Source: an optimization exercise on an open RTL-to-GDS flow (aim: a short achievable clock period and few clock cycles). Production flows keep margins and buffers that such runs may drop. Function was checked by simulation only, so behaviour that the tests miss may differ from the original. Power and IR drop assume default switching activity.

Setup of old:
==> flow/design.v <==
module dcache_ctrl #(
    parameter int INDEX_W = 4
) (
    input  logic          clk_i,
    input  logic          rst_i,
    input  logic          cpu_req_i,
    input  logic          cpu_we_i,
    input  logic [31:0]   cpu_addr_i,
    input  logic [31:0]   cpu_data_i,
    output logic [31:0]   cpu_data_o,
    output logic          cpu_stall_o,
    output logic          mem_req_o,
    output logic          mem_we_o,
    output logic [31:0]   mem_addr_o,
    output logic [127:0]  mem_data_o,
    input  logic [127:0]  mem_data_i,
    input  logic          mem_ack_i
);
    localparam int LINES = 1 << INDEX_W;
    localparam int TAG_W = 28 - INDEX_W;
    logic [LINES-1:0]     valid_q, dirty_q;
    logic [TAG_W-1:0]     tag_q [LINES];
    logic [127:0]         data_q [LINES];
    logic                 done_q, mreq_q, mwe_q, fetch_q;
    logic [27:0]          maddr_q;
    logic [127:0]         mdata_q;
    logic [31:0]          dout_q;
    logic [LINES-1:0]     fline_q;
    logic [3:0]           fsel_q;
    logic [3:0]           stsel_q [LINES];
    logic [TAG_W-1:0]     req_tag;
    logic [INDEX_W-1:0]   idx;
    logic [1:0]           off;
    logic [LINES-1:0]     line_sel, line_hit, line_vd;
    logic [3:0]           word_sel;
    logic                 idle, hit, victim_dirty, wb_ack, lookup_hit, lookup_miss;
    logic [127:0]         line_rd, wdata;
    logic [TAG_W-1:0]     victim_tag;
    logic [31:0]          word_rd;
    assign req_tag = cpu_addr_i[31:4+INDEX_W];
    assign idx     = cpu_addr_i[3+INDEX_W:4];
    assign off     = cpu_addr_i[3:2];
    always_comb begin
        for (int i = 0; i < LINES; i++)
            line_sel[i] = (idx == INDEX_W'(i));
        for (int w = 0; w < 4; w++)
            word_sel[w] = (off == 2'(w));
    end
    always_comb
        for (int i = 0; i < LINES; i++) begin
            line_hit[i] = valid_q[i] & (tag_q[i] == req_tag);
            line_vd[i]  = valid_q[i] & dirty_q[i];
        end
    assign hit          = line_hit[idx];
    assign victim_dirty = line_vd[idx];
    assign victim_tag   = tag_q[idx];
    always_comb begin
        line_rd      = '0;
        word_rd      = '0;
        for (int i = 0; i < LINES; i++) begin
            line_rd      = line_rd | ({128{line_sel[i]}} & data_q[i]);
            for (int w = 0; w < 4; w++)
                word_rd = word_rd | ({32{line_sel[i] & word_sel[w]}} & data_q[i][32*w +: 32]);
        end
    end
    assign idle        = ~done_q & ~mreq_q;
    assign lookup_hit  = idle & cpu_req_i & hit;
    assign lookup_miss = idle & cpu_req_i & ~hit;
    assign wb_ack      = mreq_q & mwe_q & mem_ack_i;
    dcache_ctrl_aoi21 u_stall (
        .a1(fetch_q), .a2(mem_ack_i), .b(done_q), .y(cpu_stall_o)
    );
    for (genvar j = 0; j < 32; j++) begin : g_dout
        logic lo_n, hi_n;
        dcache_ctrl_aoi22 u_lo (
            .a1(fsel_q[0]), .a2(mem_data_i[j]), .b1(fsel_q[1]), .b2(mem_data_i[32+j]), .y(lo_n)
        );
        dcache_ctrl_aoi22 u_hi (
            .a1(fsel_q[2]), .a2(mem_data_i[64+j]), .b1(fsel_q[3]), .b2(mem_data_i[96+j]), .y(hi_n)
        );
        dcache_ctrl_nand3 u_or (
            .a(lo_n), .b(hi_n), .c(~(done_q & dout_q[j])), .y(cpu_data_o[j])
        );
    end
    assign mem_req_o  = mreq_q;
    assign mem_we_o   = mwe_q;
    assign mem_addr_o = {maddr_q, 4'b0};
    assign mem_data_o = mdata_q;
    always_ff @(posedge clk_i) begin
        if (rst_i) begin
            done_q  <= 1'b0;
            mreq_q  <= 1'b0;
            fetch_q <= 1'b0;
            fline_q <= '0;
            fsel_q  <= '0;
            for (int i = 0; i < LINES; i++)
                stsel_q[i] <= '0;
        end else begin
            done_q <= lookup_hit;
            if (idle) begin
                for (int i = 0; i < LINES; i++)
                    stsel_q[i] <= {4{cpu_req_i & cpu_we_i & line_sel[i]}} & word_sel;
                fline_q <= line_sel;
                mreq_q  <= lookup_miss;
                fetch_q <= lookup_miss & ~victim_dirty;
                fsel_q  <= {4{lookup_miss & ~victim_dirty}} & word_sel;
            end else if (wb_ack) begin
                fetch_q <= 1'b1;
                fsel_q  <= word_sel;
            end else if (fetch_q & mem_ack_i) begin
                mreq_q  <= 1'b0;
                fetch_q <= 1'b0;
                fsel_q  <= '0;
            end
        end
    end
    logic wb_next;
    assign wb_next = idle ? victim_dirty : (mwe_q & ~mem_ack_i);
    always_ff @(posedge clk_i) begin
        mwe_q   <= wb_next;
        maddr_q <= {wb_next ? victim_tag : req_tag, idx};
        mdata_q <= line_rd;
    end
    always_ff @(posedge clk_i)
        dout_q <= word_rd;
    always_comb
        for (int w = 0; w < 4; w++)
            wdata[32*w +: 32] = (fetch_q & ~(fsel_q[w] & cpu_we_i)) ? mem_data_i[32*w +: 32] : cpu_data_i;
    always_ff @(posedge clk_i) begin
        if (rst_i) begin
            valid_q <= '0;
            dirty_q <= '0;
        end else begin
            for (int i = 0; i < LINES; i++) begin
                if (fline_q[i] & fetch_q & mem_ack_i) begin
                    valid_q[i] <= 1'b1;
                    dirty_q[i] <= cpu_we_i;
                end else if (done_q & |stsel_q[i]) begin
                    dirty_q[i] <= 1'b1;
                end
            end
        end
    end
    always_ff @(posedge clk_i) begin
        for (int i = 0; i < LINES; i++) begin
            if (fline_q[i] & fetch_q & mem_ack_i)
                tag_q[i] <= req_tag;
            for (int w = 0; w < 4; w++)
                if ((fline_q[i] & fetch_q & mem_ack_i) | (done_q & stsel_q[i][w]))
                    data_q[i][32*w +: 32] <= wdata[32*w +: 32];
        end
    end
endmodule
module dcache_ctrl_aoi21 (
    input  logic a1, a2, b,
    output logic y
);
    assign y = ~((a1 & a2) | b);
endmodule
module dcache_ctrl_aoi22 (
    input  logic a1, a2, b1, b2,
    output logic y
);
    assign y = ~((a1 & a2) | (b1 & b2));
endmodule
module dcache_ctrl_nand3 (
    input  logic a, b, c,
    output logic y
);
    assign y = ~(a & b & c);
endmodule
Settings: LEC_CHECK=0, ABC_CLOCK_PERIOD_IN_PS=2500, CAP_MARGIN=20, CORE_MARGIN=2, CORE_UTILIZATION=40, SETUP_SLACK_MARGIN=3.7, SLEW_MARGIN=20, SYNTH_HIERARCHICAL=1, SYNTH_MINIMUM_KEEP_SIZE=0, TNS_END_PERCENT=20; clock period 7.0 ns.
standard.sh (not shown) runs the stock make flow with config.mk's settings and CLKGATE_MAP_FILE= SYNTH_SCRIPT=/design/flow/synth_recipe.tcl, a recipe that flattens the netlist after the stock synthesis.
==> flow/flow/run.sh <==
#!/bin/bash
# Standard layout, with two changes to how it is made:
#  - the port buffers are inserted as buf_4 (a plain buffer the resizer sizes further) instead
#    of the delay-buffer cell buffer_ports otherwise picks on sky130hd;
#  - flow/io_groups.tcl groups the ack-cycle pins together before pin placement.
set -euo pipefail
here=$(pwd)
bash standard.sh 'BUFFER_PORTS_ARGS=-buffer_cell sky130_fd_sc_hd__buf_4' \
    "PRE_IO_PLACEMENT_TCL=$here/flow/io_groups.tcl" finish > standard_make.log 2>&1
Other scripts of this flow, unchanged in this note and not shown: flow/flow/io_groups.tcl
Testbench counts of old, summed over its fixed seeds: cycles 72,304.
For new, these inputs were changed with respect to old:
-- flow/design.v --
<<< old, line 54
    assign hit          = line_hit[idx];
    assign victim_dirty = line_vd[idx];
    assign victim_tag   = tag_q[idx];
    always_comb begin
        line_rd      = '0;
        word_rd      = '0;
        for (int i = 0; i < LINES; i++) begin
            line_rd      = line_rd | ({128{line_sel[i]}} & data_q[i]);
            for (int w = 0; w < 4; w++)
>>> new, line 54
    assign hit          = line_hit[idx];
    assign victim_dirty = line_vd[idx];
    always_comb begin
        victim_tag   = '0;
        line_rd      = '0;
        word_rd      = '0;
        for (int i = 0; i < LINES; i++) begin
            victim_tag   = victim_tag | ({TAG_W{line_sel[i]}} & tag_q[i]);
            line_rd      = line_rd | ({128{line_sel[i]}} & data_q[i]);
            for (int w = 0; w < 4; w++)
[summary]
Compare old and new | distinct cell type count of the synthesized netlist higher: new. Changes observed in new relative to old: highest net fanout along the worst path picked up an extra 71; share of power burned in registers picked up an extra 0.2 points; power lost about 0.7%; via count picked up an extra 0.89%; register-to-register slack lost 0.09 ns. In summary, new completed successfully, with a layout that passed the timing, design-rule and antenna checks. Comparing old with new, the synthesized cell count came out essentially unchanged. Status: power in sequential cells parity (old, new). [new] pre-CTS setup slack rose 0.023 ns relative to old. Relative to old, least setup slack across all paths after layout decreased by 0.042 ns in new. Compared to old, the router laid down more metal wire for new.
Testbench counts of new, summed over its fixed seeds: cycles 72,304.

==> what the ideal ports hide <==
Ports are ideal in the flow. The routed layouts listed here were re-timed in OpenROAD.
Step 1 sets driving cells, clkbuf_16 on the clock port and buf_2 on the other inputs (assumed; they add their load-dependent delay and slew).
Step 2, shift: input delay + t, output delay - t, t = (earliest + latest rising clock arrival at the registers) / 2. This alone moves slack from input paths to output paths.
Three values: ideal, step 1, step 2; two values: the first two.
| run | t, ns | slack for setup (ns) | hold slack, ns | clock arrival spread, ns | cell pins on the clock port's net |
|---|---|---|---|---|---|
| old | 1.020 | 3.385 / 3.343 / 2.481 | 0.456 / 0.456 / 0.456 | 0.112 / 0.113 | 1 |
| new | 0.983 | 3.343 / 3.322 / 2.391 | 0.453 / 0.453 / 0.453 | 0.118 / 0.118 | 1 |
After both steps setup and hold are still met in every run listed. The setup slack of new, which loses most, moves by -0.021 ns with the drivers and by -0.952 ns with both steps.
